Source: an optimization exercise on an open RTL-to-GDS flow (aim: small area). Production flows keep margins and buffers that such runs may drop. Where RTL was checked, it was by simulation tests only, not by an equivalence proof against the original. The RTL of run 1 was laid out without a check of its function. Power and IR drop assume default switching activity.

--- constraint.sdc ---
create_clock -name core_clock -period 20.0 [get_ports {clk_i}]
set_input_delay 4.0000 -clock core_clock [delete_from_list [all_inputs] [get_ports {clk_i}]]
set_output_delay 4.0000 -clock core_clock [all_outputs]
set_load 0.01 [all_outputs]
--- flow/run.sh ---
#!/bin/bash
# Standard ORFS layout; the ports get buf_1 buffers and CTS inserts no dummy loads.
set -euo pipefail
bash standard.sh \
  'BUFFER_PORTS_ARGS=-buffer_cell sky130_fd_sc_hd__buf_1' \
  'CTS_ARGS=-sink_clustering_enable -repair_clock_nets -dont_use_dummy_load -buf_list sky130_fd_sc_hd__clkbuf_8 -sink_clustering_size 20 -sink_clustering_max_diameter 60' \
  finish > flow_make.log 2>&1
--- config.mk ---
export PLATFORM = sky130hd
export DESIGN_NAME = cond_alu_shift_mult_branch_execute_unit
export DESIGN_NICKNAME = cond_alu_shift_mult_branch_execute_unit
export VERILOG_FILES = /design/flow/design.v
export SDC_FILE = /design/flow/constraint.sdc
export NUM_CORES = 4
export LEC_CHECK = 0
export CAP_MARGIN = 20
export CORE_MARGIN = 2
export CORE_UTILIZATION = 70
export SLEW_MARGIN = 20
--- standard.sh ---
#!/bin/bash
# synth_recipe.tcl (not shown) runs the flow's synth.tcl, then flattens the netlist and writes it again
# the make line also repeats each setting of config.mk as NAME=value (left out here)
make -C /OpenROAD-flow-scripts/flow DESIGN_CONFIG=/design/flow/config.mk WORK_HOME=/design/flow/orfs CLKGATE_MAP_FILE= SYNTH_SCRIPT=/design/flow/synth_recipe.tcl "${@:-finish}"
--- design.v ---
package caseu_pkg;
  localparam int unsigned DataW = 32;
  localparam int unsigned NumRegs = 16;
  localparam int unsigned RegAddrW = 4;
  localparam logic [RegAddrW-1:0] REG_LR = 4'd14;
  localparam logic [RegAddrW-1:0] REG_PC = 4'd15;
  typedef enum logic [1:0] {
    FUNC_DP  = 2'd0,
    FUNC_MUL = 2'd1,
    FUNC_BR  = 2'd2,
    FUNC_LDR = 2'd3
  } func_e;
  typedef enum logic [3:0] {
    OP_AND = 4'd0,
    OP_EOR = 4'd1,
    OP_SUB = 4'd2,
    OP_RSB = 4'd3,
    OP_ADD = 4'd4,
    OP_TST = 4'd8,
    OP_TEQ = 4'd9,
    OP_CMP = 4'd10,
    OP_ORR = 4'd12,
    OP_MOV = 4'd13
  } opcode_e;
  typedef enum logic [1:0] {
    SH_LSL = 2'd0,
    SH_LSR = 2'd1,
    SH_ASR = 2'd2,
    SH_ROR = 2'd3
  } shift_e;
  typedef enum logic [3:0] {
    COND_EQ = 4'd0,
    COND_NE = 4'd1,
    COND_CS = 4'd2,
    COND_CC = 4'd3,
    COND_MI = 4'd4,
    COND_PL = 4'd5,
    COND_VS = 4'd6,
    COND_VC = 4'd7,
    COND_HI = 4'd8,
    COND_LS = 4'd9,
    COND_GE = 4'd10,
    COND_LT = 4'd11,
    COND_GT = 4'd12,
    COND_LE = 4'd13,
    COND_AL = 4'd14,
    COND_NV = 4'd15
  } cond_e;
  typedef struct packed {
    logic [1:0]          func;
    logic [3:0]          cond;
    logic [3:0]          opcode;
    logic                imm_operand;
    logic                set_flags;
    logic [RegAddrW-1:0] reg_n;
    logic [RegAddrW-1:0] reg_d;
    logic [11:0]         operand2;
    logic                accumulate_or_link;
    logic [23:0]         branch_offset;
    logic [DataW-1:0]    load_value;
  } req_t;
  typedef struct packed {
    logic                executed;
    logic                wrote_register;
    logic [RegAddrW-1:0] dest_reg;
    logic [DataW-1:0]    result;
    logic                flag_n;
    logic                flag_z;
    logic                flag_c;
    logic                flag_v;
    logic                flush;
  } rsp_t;
  typedef struct packed {
    logic                en;
    logic [RegAddrW-1:0] addr;
    logic [DataW-1:0]    data;
    logic                link_en;
    logic [DataW-1:0]    link_data;
  } wr_t;
  function automatic logic cond_pass(input logic [3:0] c, input logic [3:0] f);
    logic n;
    logic z;
    logic cf;
    logic v;
    logic pass;
    n  = f[3];
    z  = f[2];
    cf = f[1];
    v  = f[0];
    case (c)
      4'd0: pass = z;
      4'd1: pass = !z;
      4'd2: pass = cf;
      4'd3: pass = !cf;
      4'd4: pass = n;
      4'd5: pass = !n;
      4'd6: pass = v;
      4'd7: pass = !v;
      4'd8: pass = cf && !z;
      4'd9: pass = !cf || z;
      4'd10: pass = (n == v);
      4'd11: pass = (n != v);
      4'd12: pass = !z && (n == v);
      4'd13: pass = z || (n != v);
      4'd14: pass = 1'b1;
      default: pass = 1'b0;
    endcase
    cond_pass = pass;
  endfunction
endpackage
module cond_alu_shift_mult_branch_execute_unit (
  input  logic        clk_i,
  input  logic        rst_ni,
  input  logic        exe_valid_i,
  output logic        exe_ready_o,
  input  logic [1:0]  exe_func_i,
  input  logic [3:0]  exe_cond_i,
  input  logic [3:0]  exe_opcode_i,
  input  logic        exe_imm_operand_i,
  input  logic        exe_set_flags_i,
  input  logic [3:0]  exe_reg_n_i,
  input  logic [3:0]  exe_reg_d_i,
  input  logic [11:0] exe_operand2_i,
  input  logic        exe_accumulate_or_link_i,
  input  logic [23:0] exe_branch_offset_i,
  input  logic [31:0] exe_load_value_i,
  output logic        res_valid_o,
  input  logic        res_ready_i,
  output logic        res_executed_o,
  output logic        res_wrote_register_o,
  output logic [3:0]  res_dest_reg_o,
  output logic [31:0] res_result_o,
  output logic        res_flag_n_o,
  output logic        res_flag_z_o,
  output logic        res_flag_c_o,
  output logic        res_flag_v_o,
  output logic        res_flush_o
);
  localparam logic [1:0] PH_IDLE = 2'd0;
  localparam logic [1:0] PH_PRE  = 2'd1;
  localparam logic [1:0] PH_ALU  = 2'd2;
  logic [4:0]  c_q;
  logic [1:0]  ph_q;
  logic        clr_q;
  logic        rv_q;
  logic [3:0]  fl_q;       
  logic        last;
  logic        in_pre;
  logic        in_alu;
  assign last   = (c_q == 5'd31);
  assign in_pre = (ph_q == PH_PRE);
  assign in_alu = (ph_q == PH_ALU);
  logic [3:0]  op;
  logic [11:0] o2;
  logic        is_dp, is_mul, is_br, is_ld;
  logic        dp_ok, dp_wr, logic_op, pass, exec, wr_main, need_pre;
  logic [3:0]  target;
  assign op     = exe_opcode_i;
  assign o2     = exe_operand2_i;
  assign is_dp  = (exe_func_i == 2'd0);
  assign is_mul = (exe_func_i == 2'd1);
  assign is_br  = (exe_func_i == 2'd2);
  assign is_ld  = (exe_func_i == 2'd3);
  always_comb begin
    dp_ok    = 1'b1;
    dp_wr    = 1'b1;
    logic_op = 1'b0;
    case (op)
      4'd0, 4'd1, 4'd12, 4'd13: logic_op = 1'b1;
      4'd2, 4'd3, 4'd4:         ;
      4'd8, 4'd9: begin
        logic_op = 1'b1;
        dp_wr    = 1'b0;
      end
      4'd10: dp_wr = 1'b0;
      default: begin
        dp_ok = 1'b0;
        dp_wr = 1'b0;
      end
    endcase
  end
  assign pass     = caseu_pkg::cond_pass(exe_cond_i, fl_q);
  assign exec     = pass && (!is_dp || dp_ok);
  assign wr_main  = exec && (!is_dp || dp_wr);
  assign need_pre = exec && (is_dp || is_mul || (is_br && exe_accumulate_or_link_i));
  assign target   = is_br ? 4'd15 : exe_reg_d_i;
  logic go;
  assign go          = exe_valid_i && (!rv_q || res_ready_i);
  assign exe_ready_o = in_alu && last;
  always_ff @(posedge clk_i or negedge rst_ni) begin
    if (!rst_ni) begin
      c_q   <= 5'd0;
      ph_q  <= PH_IDLE;
      clr_q <= 1'b1;
      rv_q  <= 1'b0;
    end else begin
      c_q <= c_q + 5'd1;
      if (last) begin
        clr_q <= 1'b0;
        case (ph_q)
          PH_IDLE: if (go) ph_q <= need_pre ? PH_PRE : PH_ALU;
          PH_PRE:  ph_q <= PH_ALU;
          default: ph_q <= PH_IDLE;
        endcase
      end
      if (exe_ready_o && exe_valid_i) rv_q <= 1'b1;
      else if (res_ready_i)           rv_q <= 1'b0;
    end
  end
  logic [15:0][31:0] rf_q;
  logic [15:0]       head;
  logic [15:0]       rin;
  logic [15:0]       we;
  logic              wd;
  logic [3:0]        ax;
  logic              xh, yh;
  always_comb begin
    for (int i = 0; i < 16; i++) head[i] = rf_q[i][0];
  end
  assign ax = is_br ? 4'd15 : (in_pre ? o2[3:0] : exe_reg_n_i);
  assign xh = head[ax];
  assign yh = head[o2[11:8]];
  always_comb begin
    for (int i = 0; i < 16; i++) rin[i] = !clr_q && (we[i] ? wd : head[i]);
  end
  always_ff @(posedge clk_i) begin
    for (int i = 0; i < 16; i++) rf_q[i] <= {rin[i], rf_q[i][31:1]};
  end
  logic [7:0]  kreg_q;
  logic        sign_q;
  logic [7:0]  k8;
  logic [1:0]  ty;
  logic [4:0]  k5;
  logic        kz, big, eq32;
  logic [4:0]  tap;
  logic [31:0] p_q;
  logic        rot;
  logic        lo_ok;    
  logic        hi_ok;    
  logic        bsh;
  logic [8:0] m_q;
  assign kreg_q = m_q[7:0];
  assign sign_q = m_q[8];
  always_comb begin
    if (exe_imm_operand_i) begin
      k8 = {3'd0, o2[11:8], 1'b0};
      ty = 2'd3;
    end else begin
      k8 = o2[4] ? kreg_q : {3'd0, o2[11:7]};
      ty = o2[6:5];
    end
  end
  assign k5    = k8[4:0];
  assign kz    = (k8 == 8'd0);
  assign big   = (k8[7:5] != 3'd0);
  assign eq32  = (k8 == 8'd32);
  assign tap   = (ty == 2'd0) ? (5'd0 - k5) : k5;
  assign rot   = p_q[tap];
  assign lo_ok = (c_q >= k5);
  assign hi_ok = (c_q <= ~k5);
  always_comb begin
    case (ty)
      2'd0:    bsh = rot & lo_ok & !big;
      2'd1:    bsh = rot & hi_ok & !big;
      2'd2:    bsh = (hi_ok && !big) ? rot : sign_q;
      default: bsh = rot;
    endcase
  end
  logic [31:0] r_q;
  logic        r_we;
  logic [4:0]  r_idx;
  logic        r_din;
  logic        rbit;
  assign r_we  = in_alu || (in_pre && is_mul);
  assign r_idx = in_alu ? ~c_q : c_q;
  assign r_din = in_alu ? (exec && rbit) : xh;
  always_ff @(posedge clk_i) begin
    for (int s = 0; s < 32; s++) begin
      if (r_we && r_idx == s) r_q[s] <= r_din;
    end
  end
  logic        bm, lm, om, im;
  logic [31:0] offx;
  logic [31:0] ab;
  logic [32:0] psum;
  logic        ptop;
  assign offx   = {{6{exe_branch_offset_i[23]}}, exe_branch_offset_i, 2'b00};
  assign bm     = in_alu && is_mul && yh;
  assign lm     = in_alu && is_ld && (c_q == 5'd0);
  assign om     = in_alu && is_br && (c_q == 5'd0);
  assign im     = in_pre && is_dp && exe_imm_operand_i && (c_q == 5'd0);
  assign ab     = (r_q & {32{bm}}) | (exe_load_value_i & {32{lm}}) | (offx & {32{om}})
                | ({24'd0, o2[7:0]} & {32{im}});
  logic [32:0] pc;
  assign pc[0] = 1'b0;
  for (genvar k = 0; k < 32; k++) begin : g_padd
    assign psum[k]  = p_q[k] ^ ab[k] ^ pc[k];
    assign pc[k+1]  = (p_q[k] & ab[k]) | (pc[k] & (p_q[k] ^ ab[k]));
  end
  assign psum[32] = pc[32];
  always_comb begin
    ptop = 1'b0;
    if (in_pre && is_dp)  ptop = exe_imm_operand_i ? psum[0] : xh;
    if (in_alu && is_dp)  ptop = psum[0];
    if (in_alu && is_mul) ptop = psum[32];
  end
  always_ff @(posedge clk_i) begin
    p_q <= {ptop, psum[31:1]};
  end
  logic        a, b, inva, invb, cin, x, y, s, co;
  logic        cy_q, zf_q;
  logic        arith;
  always_comb begin
    a = xh;
    b = bsh;
    if (in_pre) begin
      b = (c_q[4:1] != 4'd0);                        
    end else begin
      case (exe_func_i)
        2'd1: begin
          a = exe_accumulate_or_link_i && xh;
          b = psum[0];
        end
        2'd2, 2'd3: b = psum[0];
        default:    b = bsh;
      endcase
    end
  end
  assign arith = !(is_dp && logic_op) || in_pre;
  assign inva  = is_dp && (op == 4'd3) && !in_pre;
  assign invb  = is_dp && (op == 4'd2 || op == 4'd10) && !in_pre;
  assign cin   = (c_q == 5'd0) ? (inva || invb) : cy_q;
  assign x     = a ^ inva;
  assign y     = b ^ invb;
  assign s     = x ^ y ^ cin;
  assign co    = (x && y) || (x && cin) || (y && cin);
  always_comb begin
    rbit = s;
    if (is_ld) rbit = b;
    else if (is_dp) begin
      case (op)
        4'd0, 4'd8: rbit = a & b;
        4'd1, 4'd9: rbit = a ^ b;
        4'd12:      rbit = a | b;
        4'd13:      rbit = b;
        default:    rbit = s;
      endcase
    end
  end
  logic shc0, shc;
  assign shc0 = kz ? fl_q[1] : ((!big || eq32) && rot);
  always_comb begin
    if (kz || ty == 2'd0)           shc = cy_q;
    else if (ty == 2'd2 && big)     shc = sign_q;
    else if (ty == 2'd1 && big && !eq32) shc = 1'b0;
    else                            shc = rot;
  end
  always_ff @(posedge clk_i) begin
    if (arith)              cy_q <= co;
    else if (c_q == 5'd0)   cy_q <= shc0;
    zf_q <= ((c_q == 5'd0) || zf_q) && !rbit;
  end
  always_comb begin
    we = '0;
    wd = in_pre ? s : rbit;
    if (in_alu && wr_main) we[target] = 1'b1;
    if (in_pre && is_br)   we[14]     = 1'b1;
  end
  logic       accept;
  logic       ex_q, wr_q;
  logic [3:0] dst_q;
  assign ex_q  = m_q[5];
  assign wr_q  = m_q[4];
  assign dst_q = m_q[3:0];
  assign accept = exe_ready_o && exe_valid_i;
  always_ff @(posedge clk_i or negedge rst_ni) begin
    if (!rst_ni) begin
      fl_q <= 4'd0;
    end else if (accept && exec && exe_set_flags_i && !is_br && !is_ld) begin
      fl_q[3] <= rbit;
      fl_q[2] <= zf_q && !rbit;
      if (is_dp) fl_q[1] <= logic_op ? shc : co;
    end
  end
  always_ff @(posedge clk_i) begin
    if (in_pre && c_q[4:3] == 2'd0) m_q[7:0] <= {yh, m_q[7:1]};
    else if (accept)                m_q[5:0] <= {exec, wr_main, wr_main ? target : 4'd0};
    if (in_pre && last)             m_q[8]   <= xh;
  end
  assign res_valid_o          = rv_q;
  assign res_executed_o       = ex_q;
  assign res_wrote_register_o = wr_q;
  assign res_dest_reg_o       = dst_q;
  assign res_flag_n_o         = fl_q[3];
  assign res_flag_z_o         = fl_q[2];
  assign res_flag_c_o         = fl_q[1];
  assign res_flag_v_o         = fl_q[0];
  assign res_flush_o          = wr_q && (dst_q == 4'd15);
  always_comb begin
    for (int i = 0; i < 32; i++) res_result_o[i] = r_q[31 - i];
  end
endmodule
==> impl_metrics.yaml, run 1 <==
route:
  via_per_inst: 5.57
  post-route-drc-count: 0
  totalWireLength_mm: 33.7
  drt-pass1-iter-count: 12
  num_vias: 9512
  drtIter0Drc: 969
  post_drt_wl_per_cell_um: 19.7
  antenna_left: 0
cts:
  insertion_delay_ps: 600
  ctsResizeCount: 0
  cts_tree: "done"
  clock_sinks: 599
  cts-buffers-inserted: 40
  cts_buffer_depth: 3
  holdBufCountCts: 0
  cts_max_level: 2
  cts_setup_buffers: 0
  cts_root_buf: "clkbuf_8"
  cts.clk_slew.worst_paths_ps: 100
floorplan:
  die_h_um: 160
  io_pins: 138
  row_count: 57
  die_area_mm2: 0.0257
  coreArea_mm2: 0.0242
  initial_utilization: 0.707
  die_w_um: 160
logic_synthesis:
  syn_area_per_cell_um2: 13.8
  synthCells: 1242
  yosysWarnings: 1
  synth.distinct_cells: 75
  seq_area_frac_synth: 0.730
  synth_edf_count: 42
  ys.flop_type: "dfxtp_1"
  synth-seq-cells: 599
  syn-num-nets: 1389
  ys_async_sr_fraction: 0.0200
  syn_area_mm2: 0.0171
placement:
  portBuffers: 136
  place.gp.congestion: 0.878
  hpwl_mm: 23.7
global_route:
  antenna_found_initial: 3
  grt_pass1_wl_mm: 52.3
  grt.total_usage: 0.266
  grt_max_degree: 33
  grt-ovfl-total: 0
  grt_pass1_vias: 9493
worst_setup_path:
  reg2reg_slack_ps: 4930
  crit_top_cell: "fa_1"
  r2r-end: "p_q[30]"
  slowest_stage: "fa_1"
  cpPeakStageDelay_ps: 440
  worstPathMaxFanout: 32
  crit_type: "input port to flip-flop"
  critPathLaunchType: "input port"
  crit_required_ps: 20380
  end_kind: "flip-flop"
  crit_arrival_ps: 17990
  reg2reg_depth: 44
  timing.rr.start: "c_q[1]"
sta:
  rsz0062_at_grt: "no"
  clock.fmax_ghz: 0.0568
  skew_ps: 135
  fin_setup_tns_ps: 0
  slew_headroom: 0.360
  worstMarginPinSlew_ps: 960
  post-route-period-util: 0.881
  setup-violations-final: 0
  final_max_slew_viol_count: 0
  period_needed_ps: 17620
  hold_violations: 0
layout:
  final_layout_size_suffix_gt1_frac: 0.0608
  final_nets: 1531
  mostFrequentLayoutCell: "dfxtp_1"
  final_cell_mix: "dfxtp_1 (545), buf_1 (136), inv_1 (79)"
  final_core_util: 0.762
  seqCellArea_mm2: 0.0125
  nFillCells: 1423
  area_delta_synth_final_pct: 7.76
  multiInputGateArea_mm2: 0.00411
hold_path:
  hold_class: "flip-flop to flip-flop"
  worstHoldStart: "rf_q[314]"
  whs_path_depth: 0
  holdPathEnd: "rf_q[313]"
pwr:
  powerDensity_mw_per_mm2: 99.7
  p_leak_nw: 7.16
  ir_drop_v: 0.000103
flow_run:
  maxCapViolCount: 0
status:
  status: "complete, no violations"
==> metal layers <==
layer  global-route usage  vias to the layer above  wire [um]
met1                0.370                     4561      14700
met4               0.0946                        2       1080
met3               0.0561                       82       2550
met5                    0                        -         13
met2                0.420                      418      15400
li1                     -                     4449          -
==> worst max-delay path by stage <==
stage | start | end | slack [ps] | cells past startpoint
final | exe_operand2_i[8] | p_q[30] | 2380 | 43
after floorplan | exe_operand2_i[8] | p_q[30] | 2490 | 44
after global routing | exe_operand2_i[8] | p_q[30] | 1960 | 43
after detailed placement | exe_operand2_i[8] | p_q[30] | 1930 | 43
after CTS | exe_operand2_i[8] | p_q[30] | 2460 | 43
after global placement | exe_operand2_i[8] | p_q[30] | 2150 | 43
==> where the power goes <==
group	internal (W)	total, W	switching (W)
logic	0.0000328	0.0000909	0.0000582
clock network	0.000181	0.000506	0.000325
registers	0.00123	0.00124	0.00000914
==> metrics by stage <==
| stage | power (W) | area, um2 | hold slack (ps) | instances | worst slack [ps] |
|---|---|---|---|---|---|
| CTS | 0.00184 | 18400 | 248 | 1706 | 2460 |
| global placement | 0.00135 | 17900 | 311 | 1666 | 2150 |
| global route | 0.00189 | 18400 | 239 | 1707 | 1960 |
| floorplan | 0.00132 | 17100 | 310 | 1242 | 2490 |
| detailed placement | 0.00136 | 17900 | 312 | 1666 | 1930 |
| finish | 0.00184 | 18400 | 246 | 1708 | 2380 |
==> cell usage after synthesis, types with 4 or more instances <==
cell	n	area, um2
o41ai_1	4	35.0
a221oi_1	5	43.8
o21a_1	4	30.0
inv_1	79	297
nor2b_1	15	93.8
dfrtp_1	11	275
edfxtp_1	42	1260
buf_4	5	37.5
or3_1	6	37.5
a21oi_1	19	95.1
clkbuf_1	29	109
o21bai_1	4	30.0
and3_1	7	43.8
a211o_1	4	35.0
nand2b_1	17	106
a21boi_0	7	52.6
xor2_1	4	35.0
nand2_1	58	218
nor2_1	67	251
nor3_1	16	80.1
nand3_1	24	120
nor4b_1	5	43.8
ha_1	22	275
a211oi_1	4	30.0
o21ai_0	31	155
and2_1	4	25.0
mux2i_1	25	250
o31ai_1	12	90.1
xnor2_1	9	78.8
a222oi_1	25	250
o31ai_2	4	50.1
mux4_2	10	225
nor4_1	4	25.0
fa_1	32	641
nand3b_1	14	105
dfxtp_1	545	10900
==> critical path, delay by kind of cell <==
| family | cells | cell delay (ps) |
|---|---|---|
| adder cells (fa/ha/maj) | 32 | 12030 |
| multiplexers | 2 | 560 |
| AO/OA/AOI/OAI | 1 | 170 |
| AND/OR/NAND/NOR | 1 | 150 |
| buffers and inverters | 7 | 1050 |
==> flip-flops by register name, summed over array words and instances, names as in the netlist, 2 cells and up <==
| register | count |
|---|---|
| r_q | 32 |
| ph_q | 2 |
| m_q | 9 |
| rf_q | 512 |
| p_q | 32 |
| fl_q | 3 |
| c_q | 5 |
==> logic make-up after synthesis <==
kind of cell	after synthesis	synth area share
flip-flops	599	0.730
buffers and inverters	124	0.0299
AND/OR/NAND/NOR	252	0.0747
adder cells (fa/ha/maj)	54	0.0536
multiplexers	41	0.0334
XOR/XNOR	13	0.00666
other	1	0.000219
AO/OA/AOI/OAI	158	0.0717
==> layout make-up <==
| class | count | area share |
|---|---|---|
| tap | 324 | 0.0220 |
| multi-input combinational | 519 | 0.223 |
| sequential | 599 | 0.677 |
| clock buffer | 40 | 0.0299 |
| inverter | 81 | 0.0165 |
| timing repair buffer | 143 | 0.0306 |
| antenna | 2 | 0.000272 |
==> inputs of run 2 (changes only) <==
--- a/design.v
+++ b/design.v
@@ -240,5 +240,6 @@
   logic        bsh;
-  logic [8:0] m_q;
-  assign kreg_q = m_q[7:0];
-  assign sign_q = m_q[8];
+  always_ff @(posedge clk_i) begin
+    if (in_pre && c_q[4:3] == 2'd0) kreg_q <= {yh, kreg_q[7:1]};
+    if (in_pre && last)             sign_q <= xh;
+  end
   always_comb begin
@@ -371,5 +372,2 @@
   logic [3:0] dst_q;
-  assign ex_q  = m_q[5];
-  assign wr_q  = m_q[4];
-  assign dst_q = m_q[3:0];
   assign accept = exe_ready_o && exe_valid_i;
@@ -385,5 +383,7 @@
   always_ff @(posedge clk_i) begin
-    if (in_pre && c_q[4:3] == 2'd0) m_q[7:0] <= {yh, m_q[7:1]};
-    else if (accept)                m_q[5:0] <= {exec, wr_main, wr_main ? target : 4'd0};
-    if (in_pre && last)             m_q[8]   <= xh;
+    if (accept) begin
+      ex_q  <= exec;
+      wr_q  <= wr_main;
+      dst_q <= wr_main ? target : 4'd0;
+    end
   end
--- a/flow/run.sh
+++ b/flow/run.sh
@@ -1,5 +1,11 @@
 #!/bin/bash
-# Standard ORFS layout; the ports get buf_1 buffers and CTS inserts no dummy loads.
+# Standard ORFS layout with three changes:
+#  - synthesis maps the logic with flow/abc_area.script (through flow/my_synth.tcl,
+#    which is synth_recipe.tcl plus an abc wrapper); registers are untouched
+#  - the ports get buf_1 buffers
+#  - CTS uses clkbuf_8 with small sink clusters and inserts no dummy loads
 set -euo pipefail
+export MY_ABC_SCRIPT=$PWD/flow/abc_area.script
 bash standard.sh \
+  "SYNTH_SCRIPT=$PWD/flow/my_synth.tcl" \
   'BUFFER_PORTS_ARGS=-buffer_cell sky130_fd_sc_hd__buf_1' \
==> flow/abc_area.script (new file) <==
strash
&get -n
&st
&syn2
&dch -f
&put
amap
topo
dnsize -c
==> flow/my_synth.tcl (new file) <==
proc synth {args} { yosys synth -nofsm -noshare {*}$args }
# map the logic with the abc script named by MY_ABC_SCRIPT instead of ORFS's
proc abc {args} {
  set i [lsearch -exact $args -script]
  if { $i >= 0 && [info exists ::env(MY_ABC_SCRIPT)] } {
    lset args [expr {$i + 1}] $::env(MY_ABC_SCRIPT)
  }
  yosys abc {*}$args
}
source $::env(SCRIPTS_DIR)/synth.tcl
# left out here: clear keep_hierarchy, flatten, clean up, hide names made inside functions, write 1_2_yosys.v
==> run 2 against run 1 <==
Effect of this change: critical path depth is 5 higher; first-iteration DRC count is 9.8% lower; combinational power is 42% lower; global-route usage is 1.3 points lower; non-clock buffer count is 1 lower; largest power group unchanged; cell count is 2.7% lower; sequential power hardly changed; wire length is 9.2% lower; still clean; sequential share of layout area is 3.5 points higher; core utilization is 1.8 points higher; cell area is 3.5% lower; clock-buffer cell count is 4 lower.
==> impl_metrics.yaml, run 2 <==
status:
  status: "complete, no violations"
route:
  met3_wirelength_mm: 2.72
  antenna_left: 0
  post-route-drc-count: 0
  drtIter0Drc: 874
  totalWireLength_mm: 30.6
  top_layer_used: "met5"
  drt-pass1-iter-count: 6
  wl_met1_mm: 13.2
  via_per_inst: 5.43
  num_vias: 9024
  wl_met2_mm: 13.8
  post_drt_wl_per_cell_um: 18.4
worst_setup_path:
  slowest_stage: "fa_1"
  crit_top_cell: "fa_1"
  path_buf_inv: 9
  cpPeakStageDelay_ps: 410
  timing.rr.start: "ph_q[0]"
  reg2reg_depth: 44
  r2r-end: "p_q[31]"
  critPathLaunchType: "input port"
  crit_type: "input port to flip-flop"
  end_kind: "flip-flop"
  reg2reg_slack_ps: 4690
  path_depth: 48
  crit_required_ps: 20440
  cp_top_family: "adder cells"
  crit_arrival_ps: 18130
  worstPathMaxFanout: 32
layout:
  final_cell_mix: "dfxtp_1 (545), buf_1 (136), clkinv_1 (126)"
  final_nets: 1497
  final_cells: 1662
  reg_top3: "rf_q: 512 flops, p_q: 32 flops, r_q: 32 flops"
  area_delta_synth_final_pct: 8.96
  seqCellArea_mm2: 0.0127
  final_layout_size_suffix_gt1_frac: 0.0356
  nFillCells: 1303
  largest_register_ff_count: 512
  top_register: "rf_q"
  mostFrequentLayoutCell: "dfxtp_1"
  multiInputGateArea_mm2: 0.00319
sta:
  final_max_slew_viol_count: 0
  clock.fmax_ghz: 0.0565
  hold_violations: 0
  hold_slack_ps: 306
  period_needed_ps: 17690
  skew_ps: 49.4
  slew_headroom: 0.230
  fin_setup_tns_ps: 0
  setup-violations-final: 0
  worstMarginPinSlew_ps: 1150
  rsz0062_at_grt: "no"
  post-route-period-util: 0.885
floorplan:
  io_pins: 138
  die_area_mm2: 0.0245
  die_w_um: 157
  initial_utilization: 0.716
  row_count: 55
  die_h_um: 157
  coreArea_mm2: 0.0228
global_route:
  grt_pass1_wl_mm: 46.8
  grt_max_degree: 33
  grt.total_usage: 0.253
  grt_pass1_vias: 8769
  grt-ovfl-total: 0
  antenna_found_initial: 4
logic_synthesis:
  syn_area_mm2: 0.0163
  ys_top_cells_by_count: "dfxtp_1 (545), clkinv_1 (126), nor2_1 (113), edfxtp_1 (48), o22ai_1 (37)"
  synth.distinct_cells: 47
  yosysWarnings: 1
  synth.area.top_cells: "dfxtp_1 (67%), edfxtp_1 (8.8%), fa_1 (3.9%), clkinv_1 (2.9%), nor2_1 (2.6%)"
  synth-seq-cells: 605
  yosysTopAreaCell: "dfxtp_1"
  yosysMostFrequentCell: "dfxtp_1"
  yosys.area.top_type_share: 0.669
  syn-num-nets: 1318
  synth_edf_count: 48
  ys_async_sr_fraction: 0.0198
  synthCells: 1171
  ys.flop_type: "dfxtp_1"
  syn_area_per_cell_um2: 13.9
  seq_area_frac_synth: 0.776
cts:
  cts_root_buf: "clkbuf_8"
  cts-buffers-inserted: 36
  ctsResizeCount: 0
  cts.clk_slew.worst_paths_ps: 110
  cts_setup_buffers: 0
  clock_sinks: 605
  insertion_delay_ps: 560
  cts_tree: "done"
  holdBufCountCts: 0
  cts_max_level: 2
  cts_buffer_depth: 3
pwr:
  switchingPower_w: 0.000362
  seqPwrFrac: 0.692
  clkPwrFrac: 0.278
  powerDensity_mw_per_mm2: 99.3
  netSwitchingFraction: 0.205
  p_int_w: 0.00140
  p_leak_nw: 6.44
  combPwrFrac: 0.030
  ir_drop_v: 0.0000899
hold_path:
  worstHoldStart: "rf_q[489]"
  whs_path_depth: 0
  holdPathEnd: "rf_q[488]"
  hold_class: "flip-flop to flip-flop"
placement:
  place.gp.congestion: 0.903
  hpwl_mm: 21.0
  portBuffers: 136
  dp.cells: 1625
flow_run:
  maxCapViolCount: 0
-- run 2: cell families (layout without fill, tap and decap cells) --
logic type               after synthesis  count (layout)  share of synthesized area
buffers and inverters                127             304                     0.0295
adder cells (fa/ha/maj)               54              54                     0.0562
AND/OR/NAND/NOR                      193             193                     0.0517
other                                  1               2                   0.000230
flip-flops                           605             605                      0.776
AO/OA/AOI/OAI                        191             191                     0.0863
-- run 2: layout make-up --
cell class,instances,share of cell area
Sequential cell,605,0.712
Multi-Input combinational cell,439,0.180
Timing Repair Buffer,142,0.0313
Clock buffer,36,0.0279
Inverter,126,0.0266
Tap cell,313,0.0220
Antenna cell,1,0.000141
-- run 2: power groups by stage --
| stage | registers, W | logic, W | clock network (W) |
|---|---|---|---|
| 6_report | 0.00122 | 0.0000528 | 0.000490 |
| 5_1_grt | 0.00122 | 0.0000580 | 0.000539 |
| 2_1_floorplan | 0.00125 | 0.0000301 | 0 |
| 3_3_place_gp | 0.00125 | 0.0000496 | 0 |
| 3_5_place_dp | 0.00125 | 0.0000510 | 0 |
| 4_1_cts | 0.00122 | 0.0000516 | 0.000501 |
-- run 2: how the worst max path moves through the flow --
stage | start | endpoint | slack, ps
final | exe_operand2_i[9] | p_q[31] | 2310
after global routing | exe_func_i[0] | p_q[31] | 1680
after CTS | exe_operand2_i[9] | p_q[31] | 2380
after detailed placement | exe_operand2_i[9] | p_q[31] | 1850
after global placement | exe_func_i[0] | p_q[31] | 2110
after floorplan | exe_func_i[1] | p_q[30] | 1930
-- run 2: per-layer routing --
| metal | GRT usage | vias to the layer above |
|---|---|---|
| li1 | - | 4317 |
| met1 | 0.347 | 4250 |
| met2 | 0.398 | 375 |
| met3 | 0.0667 | 76 |
| met4 | 0.0852 | 6 |
| met5 | 0 | - |
-- run 2: per-stage QoR --
stage / util / setup slack (ps) / area [um2] / total power [W]
finish: 0.780 / 2310 / 17800 / 0.00176
global placement: 0.757 / 2110 / 17300 / 0.00130
CTS: 0.779 / 2380 / 17800 / 0.00177
floorplan: - / 1930 / 16300 / 0.00128
detailed placement: 0.758 / 1850 / 17300 / 0.00130
global route: 0.780 / 1680 / 17800 / 0.00182
==> inputs of run 3 (changes only) <==
--- a/design.v
+++ b/design.v
@@ -219,7 +219,7 @@
   end
-  assign ax = is_br ? 4'd15 : (in_pre ? o2[3:0] : exe_reg_n_i);
-  assign xh = head[ax];
+  assign ax = in_pre ? o2[3:0] : exe_reg_n_i;
+  assign xh = is_br ? head[15] : head[ax];
   assign yh = head[o2[11:8]];
   always_comb begin
-    for (int i = 0; i < 16; i++) rin[i] = !clr_q && (we[i] ? wd : head[i]);
+    for (int i = 0; i < 16; i++) rin[i] = (we[i] || clr_q) ? wd : head[i];
   end
@@ -236,2 +236,4 @@
   logic [31:0] p_q;
+  logic [31:0] pn_q;    
+  assign p_q = ~pn_q;
   logic        rot;
@@ -240,6 +242,5 @@
   logic        bsh;
-  always_ff @(posedge clk_i) begin
-    if (in_pre && c_q[4:3] == 2'd0) kreg_q <= {yh, kreg_q[7:1]};
-    if (in_pre && last)             sign_q <= xh;
-  end
+  logic [8:0] m_q;
+  assign kreg_q = m_q[7:0];
+  assign sign_q = m_q[8];
   always_comb begin
@@ -308,3 +309,3 @@
   always_ff @(posedge clk_i) begin
-    p_q <= {ptop, psum[31:1]};
+    pn_q <= ~{ptop, psum[31:1]};
   end
@@ -365,3 +366,3 @@
     we = '0;
-    wd = in_pre ? s : rbit;
+    wd = !clr_q && (in_pre ? s : rbit);
     if (in_alu && wr_main) we[target] = 1'b1;
@@ -372,2 +373,5 @@
   logic [3:0] dst_q;
+  assign ex_q  = m_q[5];
+  assign wr_q  = m_q[4];
+  assign dst_q = m_q[3:0];
   assign accept = exe_ready_o && exe_valid_i;
@@ -383,7 +387,5 @@
   always_ff @(posedge clk_i) begin
-    if (accept) begin
-      ex_q  <= exec;
-      wr_q  <= wr_main;
-      dst_q <= wr_main ? target : 4'd0;
-    end
+    if (in_pre && c_q[4:3] == 2'd0) m_q[7:0] <= {yh, m_q[7:1]};
+    else if (accept)                m_q[5:0] <= {exec, wr_main, wr_main ? target : 4'd0};
+    if (in_pre && last)             m_q[8]   <= xh;
   end
==> run 3 against run 2 <==
Effect of this change: worst setup slack got worse by 1300 ps; worst hold slack lost 4.6 ps; highest routed layer unchanged; largest power group unchanged; synthesized cell count shrank 2.5%; core utilization shrank 0.63 points; global-route usage decreased by 0.33 points; total power down 0.52%; critical endpoint is now pn_q[31]; largest cell class unchanged; sequential power is essentially flat; via count hardly changed; first-iteration DRC count decreased by 3.5%; clock skew rose by 25 ps; combinational power grew 8.7%.
==> impl_metrics.yaml, run 3 <==
status:
  status: "complete, no violations"
logic_synthesis:
  seq_area_frac_synth: 0.779
  synth_edf_count: 42
  synth.area.top_cells: "dfxtp_1 (68%), edfxtp_1 (7.9%), fa_1 (4.0%), nor2_1 (2.5%), o22ai_1 (1.9%)"
  synth-seq-cells: 599
  synth_top_family_by_area: "compound AO/OA/AOI/OAI gates"
  ys_async_sr_fraction: 0.0200
  synth-compound-area-share: 0.0923
  synth_xor_area_frac: 0
  yosysMostFrequentCell: "dfxtp_1"
  synthMuxAreaShare: 0
  yosys.area.top_type_share: 0.682
  syn-num-nets: 1290
  syn_area_mm2: 0.0160
  synth.distinct_cells: 47
  synthCells: 1142
  ys.flop_type: "dfxtp_1"
  yosys.area_share.adder: 0.0580
  synth_simple_gate_area_share: 0.0499
  yosysTopAreaCell: "dfxtp_1"
  yosysWarnings: 1
  syn_area_per_cell_um2: 14.0
  ys_top_cells_by_count: "dfxtp_1 (545), nor2_1 (107), clkinv_1 (77), o22ai_1 (49)"
route:
  drt-pass1-iter-count: 8
  post_drt_wl_per_cell_um: 18.5
  post-route-drc-count: 0
  num_vias: 9027
  drtIter0Drc: 843
  antenna_left: 0
  totalWireLength_mm: 29.8
  via_per_inst: 5.60
placement:
  portBuffers: 136
  place.gp.congestion: 0.880
  hpwl_mm: 20.7
  dp.cells: 1569
pwr:
  powerDensity_mw_per_mm2: 100
  ir_drop_v: 0.0000947
  p_leak_nw: 6.39
  p_total_w: 0.00175
sta:
  period_needed_ps: 18970
  final_max_slew_viol_count: 0
  post-route-period-util: 0.948
  clock.fmax_ghz: 0.0527
  slew_headroom: 0.242
  setup-violations-final: 0
  hold_violations: 0
  worstMarginPinSlew_ps: 1140
  rsz0062_at_grt: "no"
  fin_setup_tns_ps: 0
  skew_ps: 74.6
  hold_slack_ps: 301
worst_setup_path:
  end_kind: "flip-flop"
  cpPeakStageDelay_ps: 440
  crit_required_ps: 20420
  crit_top_cell: "fa_1"
  slowest_stage: "fa_1"
  worstPathMaxFanout: 31
  critPathLaunchType: "input port"
  crit_arrival_ps: 19380
  crit_type: "input port to flip-flop"
floorplan:
  io_pins: 138
  initial_utilization: 0.709
  die_h_um: 155
  coreArea_mm2: 0.0226
  row_count: 55
  die_w_um: 155
  die_area_mm2: 0.0241
cts:
  cts.clk_slew.worst_paths_ps: 110
  cts_max_level: 2
  cts_buffer_depth: 3
  insertion_delay_ps: 560
  cts_tree: "done"
  clock_sinks: 599
  ctsResizeCount: 0
  holdBufCountCts: 0
  cts_root_buf: "clkbuf_8"
  cts_setup_buffers: 0
  cts-buffers-inserted: 37
layout:
  final_cell_mix: "dfxtp_1 (545), buf_1 (136), nor2_1 (107)"
  seqCellArea_mm2: 0.0125
  top_register: "rf_q"
  nFillCells: 1326
  final_layout_size_suffix_gt1_frac: 0.0394
  area_delta_synth_final_pct: 9.08
  final_nets: 1471
  multiInputGateArea_mm2: 0.00323
  reg_top3: "rf_q: 512 flops, pn_q: 32 flops, r_q: 32 flops"
  final_cells: 1612
  mostFrequentLayoutCell: "dfxtp_1"
  largest_register_ff_count: 512
global_route:
  grt_pass1_wl_mm: 46.3
  antenna_found_initial: 7
  grt_max_degree: 33
  grt.total_usage: 0.250
  grt_pass1_vias: 8747
  grt-ovfl-total: 0
hold_path:
  hold_class: "flip-flop to flip-flop"
flow_run:
  maxCapViolCount: 0
==> run 3: cell types whose count changed in the layout (fill, tap and decap cells not counted), moves of 11 or more <==
| cell | before | now |
|---|---|---|
| nand2_1 | 23 | 34 |
| a21oi_1 | 19 | 35 |
| o22ai_1 | 35 | 49 |
| clkinv_1 | 126 | 77 |
| a211oi_1 | 17 | 1 |
| o21ai_0 | 21 | 42 |
==> run 3: per-stage QoR <==
step / utilization / area [um2] / setup slack, ps
after global routing: 0.773 / 17500 / 379
after CTS: 0.773 / 17400 / 961
after floorplan: - / 16000 / 633
final: 0.774 / 17500 / 1030
after global placement: 0.750 / 16900 / 716
after detailed placement: 0.750 / 16900 / 445
==> run 3: logic make-up (layout without fill, tap and decap cells) <==
family / Yosys count / after routing
DFF: 599 / 599
and+or+nand+nor: 189 / 189
adders and majority gates: 55 / 55
other: 1 / 7
buffers and inverters: 82 / 261
AOI/OAI and AO/OA: 216 / 216
==> run 3: worst max-delay path, delay by kind of cell <==
| family | cells | cell delay (ps) |
|---|---|---|
| buffers and inverters | 5 | 890 |
| AO/OA/AOI/OAI | 6 | 1180 |
| adder cells (fa/ha/maj) | 31 | 13020 |
| AND/OR/NAND/NOR | 1 | 280 |
==> run 3: path summary, 6_finish.rpt <==
path,start,to,slack (ps),depth (start not counted)
worst min register to register,rf_q[2],rf_q[1],300,0
min in group asynchronous,rst_ni,fl_q[2],3550,1
max in group asynchronous,rst_ni,c_q[1],15820,1
worst max register to register,ph_q[1],pn_q[31],3700,43
worst min-delay path,rf_q[2],rf_q[1],300,0
worst max-delay path,exe_operand2_i[8],pn_q[31],1030,43
==> run 3: area by class of cell <==
class,instances,area share
Tap cell,285,0.0204
Antenna cell,6,0.000860
Clock buffer,37,0.0292
Sequential cell,599,0.714
Timing Repair Buffer,147,0.0340
Multi-Input combinational cell,461,0.185
Inverter,77,0.0166
==> run 3: power breakdown <==
| part | internal (W) | total, W | switching [W] |
|---|---|---|---|
| sequential | 0.00121 | 0.00121 | 0.000000186 |
| clock | 0.000168 | 0.000489 | 0.000321 |
| combinational | 0.0000193 | 0.0000574 | 0.0000380 |
| total | 0.00140 | 0.00175 | 0.000359 |
==> run 3: layer usage <==
layer / vias to the layer above / GRT usage / routed length, um
met5: - / 0 / 27
met4: 4 / 0.0957 / 900
met3: 89 / 0.0579 / 2340
met2: 401 / 0.394 / 13600
met1: 4256 / 0.343 / 12900
li1: 4277 / - / -
==> inputs of run 4 (changes only) <==
--- a/flow/run.sh
+++ b/flow/run.sh
@@ -11,3 +11,3 @@
   'BUFFER_PORTS_ARGS=-buffer_cell sky130_fd_sc_hd__buf_1' \
-  'CTS_ARGS=-sink_clustering_enable -repair_clock_nets -dont_use_dummy_load -buf_list sky130_fd_sc_hd__clkbuf_8 -sink_clustering_size 20 -sink_clustering_max_diameter 60' \
+  'CTS_ARGS=-sink_clustering_enable -repair_clock_nets -dont_use_dummy_load -buf_list sky130_fd_sc_hd__clkbuf_8 -sink_clustering_size 26 -sink_clustering_max_diameter 50' \
   finish > flow_make.log 2>&1
--- a/config.mk
+++ b/config.mk
@@ -9,3 +9,3 @@
 export CORE_MARGIN = 2
-export CORE_UTILIZATION = 70
+export CORE_UTILIZATION = 85
 export SLEW_MARGIN = 20
==> run 4 against run 3 <==
Effect of this change: the flow now stops in detailed placement (3_5_place_dp); synthesized area stayed put; synthesized cell count stayed put.
==> impl_metrics.yaml, run 4 <==
logic_synthesis:
  syn_area_per_cell_um2: 14.0
  synth_edf_count: 42
  yosysTopAreaCell: "dfxtp_1"
  synth.area.top_cells: "dfxtp_1 (68%), edfxtp_1 (7.9%), fa_1 (4.0%), nor2_1 (2.5%), o22ai_1 (1.9%)"
  syn-num-nets: 1290
  yosys.area.top_type_share: 0.682
  ys.flop_type: "dfxtp_1"
  synth-seq-cells: 599
  yosysWarnings: 1
  ys_async_sr_fraction: 0.0200
  yosysMostFrequentCell: "dfxtp_1"
  seq_area_frac_synth: 0.779
  syn_area_mm2: 0.0160
  synthCells: 1142
  synth.distinct_cells: 47
  ys_top_cells_by_count: "dfxtp_1 (545), nor2_1 (107), clkinv_1 (77), o22ai_1 (49)"
status:
  failing_step: "detailed placement (3_5_place_dp)"
  first-error: "[ERROR DPL-0033] detailed placement checks failed during check placement."
  status: "stopped before the end"
placement:
  place.gp.congestion: 0.954
  portBuffers: 136
  hpwl_mm: 30.8
floorplan:
  die_h_um: 141
  initial_utilization: 0.862
  die_w_um: 141
  io_pins: 138
  row_count: 50
run 4: stage by stage:
step	setup WS [ps]	std cells	hold slack (ps)	area, um2	power (W)
global placement	768	1515	311	16900	0.00129
floorplan	633	1142	310	16000	0.00127
run 4: worst min path at each step:
stage / start / to / cells past startpoint
after floorplan: rf_q[1] / rf_q[0] / 0
after global placement: rf_q[366] / rf_q[365] / 0
run 4: logic make-up after synthesis:
kind of cell               Yosys count  synth area share
buffers and inverters               82            0.0204
and+or+nand+nor                    189            0.0499
adders and majority gates           55            0.0580
other                                1          0.000234
AOI/OAI and AO/OA                  216            0.0923
DFF                                599             0.779
run 4: power groups by stage:
stage             Sequential [W]  Combinational [W]  Clock, W
floorplan                0.00124          0.0000321         0
global placement         0.00124          0.0000526         0
==> inputs of run 5 (changes only) <==
--- a/flow/run.sh
+++ b/flow/run.sh
@@ -11,3 +11,3 @@
   'BUFFER_PORTS_ARGS=-buffer_cell sky130_fd_sc_hd__buf_1' \
-  'CTS_ARGS=-sink_clustering_enable -repair_clock_nets -dont_use_dummy_load -buf_list sky130_fd_sc_hd__clkbuf_8 -sink_clustering_size 26 -sink_clustering_max_diameter 50' \
+  'CTS_ARGS=-sink_clustering_enable -repair_clock_nets -dont_use_dummy_load -buf_list sky130_fd_sc_hd__clkbuf_16 -sink_clustering_size 40 -sink_clustering_max_diameter 55' \
   finish > flow_make.log 2>&1
--- a/config.mk
+++ b/config.mk
@@ -9,3 +9,3 @@
 export CORE_MARGIN = 2
-export CORE_UTILIZATION = 85
+export CORE_UTILIZATION = 70
 export SLEW_MARGIN = 20
==> run 5 against run 4 <==
Effect of this change: now clean on timing, DRC and antenna; synthesized area did not move; synthesized cell count did not move.
==> impl_metrics.yaml, run 5 <==
status:
  status: "complete, no violations"
placement:
  portBuffers: 136
  post_dp_cell_area_mm2: 0.0169
  place.gp.congestion: 0.880
  hpwl_mm: 20.7
flow_run:
  maxCapViolCount: 0
pwr:
  p_leak_nw: 6.48
  ir_drop_v: 0.000114
  powerDensity_mw_per_mm2: 106
global_route:
  grt.total_usage: 0.281
  grt_pass1_vias: 9174
  grt-ovfl-total: 0
  grt_max_degree: 41
  antenna_found_initial: 8
  grt_pass1_wl_mm: 51.5
floorplan:
  io_pins: 138
  die_w_um: 155
  row_count: 55
  die_area_mm2: 0.0241
  coreArea_mm2: 0.0226
  initial_utilization: 0.709
  die_h_um: 155
logic_synthesis:
  syn-num-nets: 1290
  synth.area.top_cells: "dfxtp_1 (68%), edfxtp_1 (7.9%), fa_1 (4.0%), nor2_1 (2.5%), o22ai_1 (1.9%)"
  syn_area_mm2: 0.0160
  synthMuxAreaShare: 0
  yosysWarnings: 1
  seq_area_frac_synth: 0.779
  syn_area_per_cell_um2: 14.0
  yosys.area_share.adder: 0.0580
  ys.flop_type: "dfxtp_1"
  synthCells: 1142
  synth-compound-area-share: 0.0923
  yosys.area.top_type_share: 0.682
  synth_xor_area_frac: 0
  synth_simple_gate_area_share: 0.0499
  synth-seq-cells: 599
  ys_top_cells_by_count: "dfxtp_1 (545), nor2_1 (107), clkinv_1 (77), o22ai_1 (49)"
  synth_top_family_by_area: "compound AO/OA/AOI/OAI gates"
  yosysMostFrequentCell: "dfxtp_1"
  ys_async_sr_fraction: 0.0200
  yosysTopAreaCell: "dfxtp_1"
  synth_edf_count: 42
  synth.distinct_cells: 47
sta:
  post-route-period-util: 0.957
  slew_headroom: 0.239
  fin_setup_tns_ps: 0
  hold_violations: 0
  rsz0062_at_grt: "no"
  setup-violations-final: 0
  final_max_slew_viol_count: 0
  period_needed_ps: 19150
  clock.fmax_ghz: 0.0522
  worstMarginPinSlew_ps: 1140
  skew_ps: 96.4
cts:
  cts_tree: "done"
  cts_max_level: 1
  cts_buffer_depth: 3
  cts.clk_slew.worst_paths_ps: 130
  ctsResizeCount: 0
  cts_setup_buffers: 0
  clock_sinks: 599
  cts-buffers-inserted: 29
  cts_root_buf: "clkbuf_16"
  insertion_delay_ps: 610
  holdBufCountCts: 0
route:
  num_vias: 9347
  post_drt_wl_per_cell_um: 21.1
  drt-pass1-iter-count: 8
  via_per_inst: 5.83
  totalWireLength_mm: 33.8
  antenna_left: 0
  drtIter0Drc: 1010
  post-route-drc-count: 0
layout:
  area_delta_synth_final_pct: 10.4
  largest_register_ff_count: 512
  mostFrequentLayoutCell: "dfxtp_1"
  top_register: "rf_q"
  final_cell_mix: "dfxtp_1 (545), buf_1 (136), nor2_1 (107)"
  reg_top3: "rf_q: 512 flops, pn_q: 32 flops, r_q: 32 flops"
  final_nets: 1463
  fin_area_mm2: 0.0177
  final_layout_size_suffix_gt1_frac: 0.0335
worst_setup_path:
  crit_required_ps: 20420
  critPathLaunchType: "input port"
  crit_type: "input port to flip-flop"
  crit_top_cell: "fa_1"
  cpPeakStageDelay_ps: 440
  worstPathMaxFanout: 31
  end_kind: "flip-flop"
  path_buf_inv: 5
  crit_arrival_ps: 19570
  slowest_stage: "fa_1"
  cp_top_family: "adder cells"
hold_path:
  hold_class: "flip-flop to flip-flop"
## run 5: cell counts after synthesis
No cell type changed its count.
## run 5: worst register-to-register path, delay by kind of cell (launching register included)
| kind | cells | cell delay (ps) |
|---|---|---|
| AOI/OAI and AO/OA | 2 | 430 |
| and+or+nand+nor | 2 | 880 |
| adders and majority gates | 32 | 13150 |
| DFF | 1 | 360 |
| buffers and inverters | 7 | 1340 |
## run 5: power breakdown
part           switching (W)  internal (W)
clock network       0.000342      0.000258
registers        0.000000193       0.00121
logic              0.0000399     0.0000194
total               0.000382       0.00149
## run 5: worst paths after layout
path | start | endpoint | slack (ps) | cells after the start
worst max-delay path | exe_operand2_i[8] | pn_q[31] | 850 | 43
worst min-delay path | rf_q[275] | rf_q[274] | 250 | 0
worst max register to register | ph_q[1] | pn_q[31] | 3690 | 43
worst min register to register | rf_q[275] | rf_q[274] | 250 | 0
max in group asynchronous | rst_ni | c_q[1] | 15830 | 1
min in group asynchronous | rst_ni | c_q[0] | 3530 | 1
## run 5: layout make-up
| class | instances | area [um2] |
|---|---|---|
| Fill cell | 1259 | 4900 |
| Inverter | 77 | 289 |
| Tap cell | 285 | 357 |
| Sequential cell | 599 | 12500 |
| Clock buffer | 29 | 726 |
| Multi-Input combinational cell | 461 | 3230 |
| Antenna cell | 5 | 12.5 |
| Timing Repair Buffer | 147 | 593 |
## run 5: cell families after synthesis
| kind of cell | Yosys count |
|---|---|
| compound gates | 216 |
| fa+ha+maj | 55 |
| buf+inv | 82 |
| flops | 599 |
| other cells | 1 |
| simple gates | 189 |
## run 5: routing by layer
layer	share of wire	global-route usage
met1	0.40	0.373
met2	0.47	0.458
met3	0.077	0.0543
met4	0.050	0.125
met5	0.00038	0
## run 5: metrics by stage
stage / utilization / instances / worst slack [ps] / hold slack (ps) / total power (W)
after global routing: 0.783 / 1601 / 261 / 240 / 0.00192
after floorplan: - / 1142 / 633 / 310 / 0.00127
after CTS: 0.783 / 1598 / 866 / 250 / 0.00187
final: 0.783 / 1603 / 854 / 251 / 0.00187
after global placement: 0.750 / 1569 / 716 / 310 / 0.00129
after detailed placement: 0.750 / 1569 / 445 / 312 / 0.00129
==> inputs of run 6 (changes only) <==
--- a/design.v
+++ b/design.v
@@ -229,3 +229,2 @@
   logic [7:0]  kreg_q;
-  logic        sign_q;
   logic [7:0]  k8;
@@ -240,7 +239,5 @@
   logic        lo_ok;    
-  logic        hi_ok;    
   logic        bsh;
-  logic [8:0] m_q;
+  logic [7:0] m_q;
   assign kreg_q = m_q[7:0];
-  assign sign_q = m_q[8];
   always_comb begin
@@ -258,14 +255,8 @@
   assign eq32  = (k8 == 8'd32);
-  assign tap   = (ty == 2'd0) ? (5'd0 - k5) : k5;
+  logic asr_big;
+  assign asr_big = (ty == 2'd2) && big;
+  assign tap   = asr_big ? 5'd31 : ((ty == 2'd0) ? (5'd0 - k5) : k5);
   assign rot   = p_q[tap];
   assign lo_ok = (c_q >= k5);
-  assign hi_ok = (c_q <= ~k5);
-  always_comb begin
-    case (ty)
-      2'd0:    bsh = rot & lo_ok & !big;
-      2'd1:    bsh = rot & hi_ok & !big;
-      2'd2:    bsh = (hi_ok && !big) ? rot : sign_q;
-      default: bsh = rot;
-    endcase
-  end
+  assign bsh   = rot && !(big && !ty[1]) && (ty != 2'd0 || lo_ok);
   logic [31:0] r_q;
@@ -305,3 +296,3 @@
     if (in_pre && is_dp)  ptop = exe_imm_operand_i ? psum[0] : xh;
-    if (in_alu && is_dp)  ptop = psum[0];
+    if (in_alu && is_dp)  ptop = (ty == 2'd2) ? psum[31] : ((ty == 2'd1) ? 1'b0 : psum[0]);
     if (in_alu && is_mul) ptop = psum[32];
@@ -351,13 +342,12 @@
   end
-  logic shc0, shc;
-  assign shc0 = kz ? fl_q[1] : ((!big || eq32) && rot);
-  always_comb begin
-    if (kz || ty == 2'd0)           shc = cy_q;
-    else if (ty == 2'd2 && big)     shc = sign_q;
-    else if (ty == 2'd1 && big && !eq32) shc = 1'b0;
-    else                            shc = rot;
-  end
+  logic shc_pre, shc0, shc;
+  assign shc_pre = kz ? fl_q[1]
+                 : ((ty == 2'd1) && big && !eq32) ? 1'b0
+                 : ((k5 == 5'd0) || asr_big) ? xh : rot;
+  assign shc0    = kz ? fl_q[1] : ((!big || eq32) && rot);
+  assign shc     = cy_q;
   always_ff @(posedge clk_i) begin
-    if (arith)              cy_q <= co;
-    else if (c_q == 5'd0)   cy_q <= shc0;
+    if (in_pre && is_dp && last)                  cy_q <= shc_pre;
+    else if (arith)                               cy_q <= co;
+    else if (c_q == 5'd0 && ty == 2'd0)           cy_q <= shc0;
     zf_q <= ((c_q == 5'd0) || zf_q) && !rbit;
@@ -389,3 +379,2 @@
     else if (accept)                m_q[5:0] <= {exec, wr_main, wr_main ? target : 4'd0};
-    if (in_pre && last)             m_q[8]   <= xh;
   end
--- a/flow/run.sh
+++ b/flow/run.sh
@@ -11,3 +11,3 @@
   'BUFFER_PORTS_ARGS=-buffer_cell sky130_fd_sc_hd__buf_1' \
-  'CTS_ARGS=-sink_clustering_enable -repair_clock_nets -dont_use_dummy_load -buf_list sky130_fd_sc_hd__clkbuf_16 -sink_clustering_size 40 -sink_clustering_max_diameter 55' \
+  'CTS_ARGS=-sink_clustering_enable -repair_clock_nets -dont_use_dummy_load -buf_list sky130_fd_sc_hd__clkbuf_8 -sink_clustering_size 20 -sink_clustering_max_diameter 60' \
   finish > flow_make.log 2>&1
==> run 6 against run 5 <==
Effect of this change: still clean; global-route usage decreased by 2.0 points; critical path depth grew 3; die area down 0.59%; worst hold slack improved by 24 ps; sequential share of layout area is 1.0 points higher; clock skew shrank 2.4 ps; non-clock buffer count is 1 lower; synthesized cell count shrank 1.5%; maximum frequency shrank 0.33%; highest routed layer is now met4.
==> impl_metrics.yaml, run 6 <==
hold_path:
  hold_class: "flip-flop to flip-flop"
placement:
  dp_slack_ps: 151
  dp.cells: 1551
  portBuffers: 136
  place.gp.congestion: 0.913
  hpwl_mm: 22.1
logic_synthesis:
  synth.area.top_cells: "dfxtp_1 (69%), edfxtp_1 (7.7%), fa_1 (4.0%), nor2_1 (2.5%), clkinv_1 (1.7%)"
  yosysMostFrequentCell: "dfxtp_1"
  ys_top_cells_by_count: "dfxtp_1 (545), nor2_1 (105), clkinv_1 (74), edfxtp_1 (41), o21ai_0 (35)"
  synth_edf_count: 41
  synthCells: 1125
  seq_area_frac_synth: 0.782
  ys_async_sr_fraction: 0.0201
  syn_area_mm2: 0.0159
  yosys.area.top_type_share: 0.686
  synth-seq-cells: 598
  syn-num-nets: 1267
  synth.distinct_cells: 46
  yosysWarnings: 1
  syn_area_per_cell_um2: 14.1
  ys.flop_type: "dfxtp_1"
  yosysTopAreaCell: "dfxtp_1"
worst_setup_path:
  crit_arrival_ps: 19570
  slowest_stage: "fa_1"
  cpPeakStageDelay_ps: 480
  worstPathMaxFanout: 10
  end_kind: "flip-flop"
  crit_top_cell: "fa_1"
  crit_type: "input port to flip-flop"
  critPathLaunchType: "input port"
  crit_required_ps: 20360
route:
  post-route-drc-count: 0
  totalWireLength_mm: 31.2
  antenna_left: 0
  num_vias: 9053
  post_drt_wl_per_cell_um: 19.6
  drt-pass1-iter-count: 6
  drtIter0Drc: 847
  via_per_inst: 5.69
cts:
  cts-buffers-inserted: 38
  cts_root_buf: "clkbuf_8"
  cts_tree: "done"
  insertion_delay_ps: 580
  cts_max_level: 2
  cts.clk_slew.worst_paths_ps: 110
  cts_buffer_depth: 3
  holdBufCountCts: 0
  clock_sinks: 598
  cts_setup_buffers: 0
  ctsResizeCount: 0
sta:
  fin_ws_ps: 791
  post-route-period-util: 0.960
  worstMarginPinSlew_ps: 1100
  rsz0062_at_grt: "no"
  hold_violations: 0
  fin_setup_tns_ps: 0
  skew_ps: 94.0
  slew_headroom: 0.269
  period_needed_ps: 19210
  hold_slack_ps: 275
  clock.fmax_ghz: 0.0521
  setup-violations-final: 0
  final_max_slew_viol_count: 0
floorplan:
  die_area_mm2: 0.0240
  coreArea_mm2: 0.0225
  die_w_um: 155
  initial_utilization: 0.707
  die_h_um: 155
  row_count: 55
  io_pins: 138
status:
  status: "complete, no violations"
layout:
  final_cells: 1592
  final_cell_mix: "dfxtp_1 (545), buf_1 (135), nor2_1 (105)"
  nFillCells: 1285
  largest_register_ff_count: 512
  mostFrequentLayoutCell: "dfxtp_1"
  multiInputGateArea_mm2: 0.00318
  seqCellArea_mm2: 0.0124
  final_core_util: 0.772
  area_delta_synth_final_pct: 9.21
  final_nets: 1448
  final_layout_size_suffix_gt1_frac: 0.0429
  top_register: "rf_q"
  reg_top3: "rf_q: 512 flops, pn_q: 32 flops, r_q: 32 flops"
pwr:
  powerDensity_mw_per_mm2: 109
  combPwrFrac: 0.060
  seqPwrFrac: 0.680
  p_int_w: 0.00147
  p_leak_nw: 6.42
  ir_drop_v: 0.000104
  netSwitchingFraction: 0.224
  clkPwrFrac: 0.260
  switchingPower_w: 0.000425
flow_run:
  maxCapViolCount: 0
global_route:
  grt_pass1_vias: 8785
  grt.total_usage: 0.262
  grt-ovfl-total: 0
  antenna_found_initial: 3
  grt_max_degree: 33
  grt_pass1_wl_mm: 47.9
[run 6: changes by cell type after synthesis, moves of 5 or more]
cell       delta
o22ai_1      -21
nor2b_1      +16
a221oi_1      +8
nand2_1       -8
o21ai_0       -7
a22o_1        -6
ha_1          -6
a2111oi_0     +5
[run 6: final cells by class]
| class | count | share of cell area |
|---|---|---|
| tap | 285 | 0.0205 |
| sequential | 598 | 0.716 |
| multi-input combinational | 448 | 0.183 |
| timing repair buffer | 146 | 0.0338 |
| clock buffer | 38 | 0.0301 |
| inverter | 74 | 0.0160 |
| antenna | 3 | 0.000432 |
[run 6: worst max-delay path: cells and delay by family]
family          cells  cell delay, ps
buf+inv             6             680
compound gates      6            1220
simple gates        2             370
fa+ha+maj          32           13320
[run 6: metal layers]
layer | share of wire | wire [um] | global-route usage | vias up
met1 | 0.43 | 13300 | 0.362 | 4279
li1 | - | - | - | 4223
met3 | 0.091 | 2840 | 0.0653 | 99
met2 | 0.45 | 13900 | 0.407 | 452
met4 | 0.036 | 1120 | 0.0983 | 0
met5 | 0 | 0 | 0 | -
[run 6: kinds of logic (layout without fill, tap and decap cells)]
| family | count (synthesis) | count (layout) | synth area share |
|---|---|---|---|
| other cells | 1 | 4 | 0.000236 |
| buf+inv | 79 | 258 | 0.0198 |
| fa+ha+maj | 49 | 49 | 0.0536 |
| compound gates | 202 | 202 | 0.0898 |
| simple gates | 196 | 196 | 0.0544 |
| flops | 598 | 598 | 0.782 |
[run 6: path summary, 6_finish.rpt]
| kind | cells after the start | slack [ps] | to | start |
|---|---|---|---|---|
| worst max-delay path | 46 | 790 | pn_q[31] | exe_operand2_i[9] |
| worst min-delay path | 0 | 280 | rf_q[429] | rf_q[430] |
| worst max register to register | 43 | 3850 | pn_q[31] | c_q[1] |
| worst min register to register | 0 | 280 | rf_q[429] | rf_q[430] |
| max in group asynchronous | 1 | 15860 | rv_q | rst_ni |
| min in group asynchronous | 1 | 3520 | c_q[3] | rst_ni |
[run 6: stage by stage]
step	area [um2]	total power [W]
after floorplan	15900	0.00138
after global placement	16800	0.00142
after detailed placement	16800	0.00143
after CTS	17400	0.00191
after global routing	17400	0.00197
final	17400	0.00190
[run 6: power groups by stage]
stage	Combinational, W	Clock (W)	Sequential [W]
2_1_floorplan	0.0000684	0	0.00131
3_3_place_gp	0.000107	0	0.00132
3_5_place_dp	0.000111	0	0.00132
4_1_cts	0.000112	0.000504	0.00129
5_1_grt	0.000127	0.000544	0.00130
6_report	0.000114	0.000494	0.00129
==> inputs of run 7 (changes only) <==
--- a/design.v
+++ b/design.v
@@ -228,3 +228,2 @@
   end
-  logic [7:0]  kreg_q;
   logic [7:0]  k8;
@@ -240,4 +239,3 @@
   logic        bsh;
-  logic [7:0] m_q;
-  assign kreg_q = m_q[7:0];
+  logic [1:0] kx_q;
   always_comb begin
@@ -247,3 +245,3 @@
     end else begin
-      k8 = o2[4] ? kreg_q : {3'd0, o2[11:7]};
+      k8 = o2[4] ? {kx_q, res_executed_o, res_wrote_register_o, res_dest_reg_o} : {3'd0, o2[11:7]};
       ty = o2[6:5];
@@ -361,7 +359,2 @@
   logic       accept;
-  logic       ex_q, wr_q;
-  logic [3:0] dst_q;
-  assign ex_q  = m_q[5];
-  assign wr_q  = m_q[4];
-  assign dst_q = m_q[3:0];
   assign accept = exe_ready_o && exe_valid_i;
@@ -377,9 +370,8 @@
   always_ff @(posedge clk_i) begin
-    if (in_pre && c_q[4:3] == 2'd0) m_q[7:0] <= {yh, m_q[7:1]};
-    else if (accept)                m_q[5:0] <= {exec, wr_main, wr_main ? target : 4'd0};
+    if (in_pre && c_q[4:3] == 2'd0)
+      {kx_q, res_executed_o, res_wrote_register_o, res_dest_reg_o} <= {yh, kx_q, res_executed_o, res_wrote_register_o, res_dest_reg_o[3:1]};
+    else if (accept)
+      {res_executed_o, res_wrote_register_o, res_dest_reg_o} <= {exec, wr_main, wr_main ? target : 4'd0};
   end
   assign res_valid_o          = rv_q;
-  assign res_executed_o       = ex_q;
-  assign res_wrote_register_o = wr_q;
-  assign res_dest_reg_o       = dst_q;
   assign res_flag_n_o         = fl_q[3];
@@ -388,3 +380,3 @@
   assign res_flag_v_o         = fl_q[0];
-  assign res_flush_o          = wr_q && (dst_q == 4'd15);
+  assign res_flush_o          = res_wrote_register_o && (res_dest_reg_o == 4'd15);
   always_comb begin
==> run 7 against run 6 <==
Effect of this change: still clean on timing, DRC and antenna; synthesized area shrank 0.50%; worst setup slack improved by 22 ps; wire length down 1.7%; register-to-register slack worse by 590 ps.
==> impl_metrics.yaml, run 7 <==
worst_setup_path:
  crit_required_ps: 20370
  crit_arrival_ps: 19560
  slowest_stage: "fa_1"
  cpPeakStageDelay_ps: 490
  critPathLaunchType: "input port"
  worstPathMaxFanout: 31
  crit_type: "input port to flip-flop"
  crit_top_cell: "fa_1"
  end_kind: "flip-flop"
layout:
  largest_register_ff_count: 512
  final_layout_size_suffix_gt1_frac: 0.0416
  top_register: "rf_q"
  reg_top3: "rf_q: 512 flops, pn_q: 32 flops, r_q: 32 flops"
  antenna_cells: 0
  final_nets: 1443
  area_delta_synth_final_pct: 9.44
logic_synthesis:
  ys_async_sr_fraction: 0.0201
  synth.area.top_cells: "dfxtp_1 (69%), edfxtp_1 (7.8%), fa_1 (4.0%), nor2_1 (2.4%), a221oi_1 (1.9%)"
  yosys.area.top_type_share: 0.689
  synth.distinct_cells: 46
  synth_edf_count: 41
  ys.flop_type: "dfxtp_1"
  syn_area_per_cell_um2: 14.2
  yosysTopAreaCell: "dfxtp_1"
  synthCells: 1114
  ys_top_cells_by_count: "dfxtp_1 (545), nor2_1 (103), clkinv_1 (75), edfxtp_1 (41), o21ai_0 (39)"
  yosysWarnings: 1
  syn-num-nets: 1256
  seq_area_frac_synth: 0.786
sta:
  clock.fmax_ghz: 0.0521
  worstMarginPinSlew_ps: 1040
  rsz0062_at_grt: "no"
  fin_setup_tns_ps: 0
  fin_ws_ps: 814
  final_max_slew_viol_count: 0
  hold_violations: 0
  period_needed_ps: 19190
  setup-violations-final: 0
  skew_ps: 75.0
route:
  num_vias: 8987
  via_per_inst: 5.67
  drt-pass1-iter-count: 6
  antenna_left: 0
  post_drt_wl_per_cell_um: 19.4
cts:
  holdBufCountCts: 0
  cts_setup_buffers: 0
  cts.clk_slew.worst_paths_ps: 100
  cts_tree: "done"
  cts_root_buf: "clkbuf_8"
  cts-buffers-inserted: 38
  clock_sinks: 598
  cts_buffer_depth: 3
  cts_max_level: 2
  insertion_delay_ps: 560
placement:
  place.gp.congestion: 0.898
  dp_slack_ps: 295
  hpwl_mm: 21.6
  portBuffers: 136
global_route:
  grt-ovfl-total: 0
  grt_pass1_vias: 9093
  antenna_found_initial: 0
  grt.total_usage: 0.260
floorplan:
  row_count: 55
  initial_utilization: 0.706
  die_w_um: 154
  coreArea_mm2: 0.0224
pwr:
  ir_drop_v: 0.000101
  p_leak_nw: 6.40
hold_path:
  hold_class: "flip-flop to flip-flop"
flow_run:
  maxCapViolCount: 0
status:
  status: "complete, no violations"
[run 7: cell types whose count changed after synthesis, moves of 3 or more]
cell | previous run | this run
a2111oi_0 | 6 | 2
o21ai_0 | 35 | 39
o22ai_1 | 28 | 33
buf_4 | 5 | 1
a221oi_1 | 31 | 34
a22o_1 | 1 | 4
o311ai_0 | 5 | 2
nor2b_1 | 17 | 2
[run 7: path summary, 6_finish.rpt]
check                                  startpoint       end  slack, ps  cells past startpoint
worst max-delay path            exe_operand2_i[9]  pn_q[31]        810                     47
worst min-delay path                      rf_q[9]   rf_q[8]        300                      0
worst max register to register            ph_q[0]  pn_q[31]       3260                     47
worst min register to register            rf_q[9]   rf_q[8]        300                      0
max in group asynchronous                  rst_ni   fl_q[1]      15900                      1
min in group asynchronous                  rst_ni   ph_q[1]       3520                      1
[run 7: cell type report]
cell class	count	area (um2)
tap	285	357
multi-input combinational	440	3120
timing repair buffer	148	604
clock buffer	38	523
sequential	598	12400
inverter	75	282
fill	1268	5110
[run 7: kinds of logic (layout without fill, tap and decap cells)]
logic type,after synthesis,after routing,share of synthesized area
and+or+nand+nor,180,180,0.0488
other,1,1,0.000237
adders and majority gates,49,49,0.0539
AOI/OAI and AO/OA,210,210,0.0927
DFF,598,598,0.786
buffers and inverters,76,261,0.0183
[run 7: report_power, final]
| part | internal (W) | switching, W | total [W] |
|---|---|---|---|
| logic | 0.0000447 | 0.0000709 | 0.000116 |
| clock network | 0.000172 | 0.000321 | 0.000494 |
| registers | 0.00126 | 0.0000320 | 0.00129 |
[run 7: metal layers]
layer / GRT usage / up-vias / share of wire
met5: 0 / - / 0
met2: 0.430 / 427 / 0.47
met1: 0.354 / 4266 / 0.43
met3: 0.0440 / 86 / 0.069
li1: - / 4208 / -
met4: 0.0913 / 0 / 0.031
[run 7: repair_timing]
item | 4_1_cts | 5_1_grt
endpoints found under the hold margin | 0 | 0
endpoints found under the setup margin | 0 | 1
resized for setup | 0 | 1
[run 7: stage by stage]
step / utilization / power [W] / cell area [um2] / hold slack [ps] / std cells
6_report: 0.772 / 0.00190 / 17300 / 301 / 1584
5_1_grt: 0.772 / 0.00196 / 17300 / 288 / 1584
4_1_cts: 0.772 / 0.00191 / 17300 / 301 / 1584
3_5_place_dp: 0.749 / 0.00143 / 16800 / 312 / 1546
3_3_place_gp: 0.749 / 0.00142 / 16800 / 310 / 1546
2_1_floorplan: - / 0.00138 / 15800 / 310 / 1114
[run 7: worst max-delay path: cells and delay by family]
| family | cells | cell delay (ps) |
|---|---|---|
| adders and majority gates | 31 | 13090 |
| buffers and inverters | 5 | 760 |
| and+or+nand+nor | 3 | 500 |
| AOI/OAI and AO/OA | 8 | 1190 |
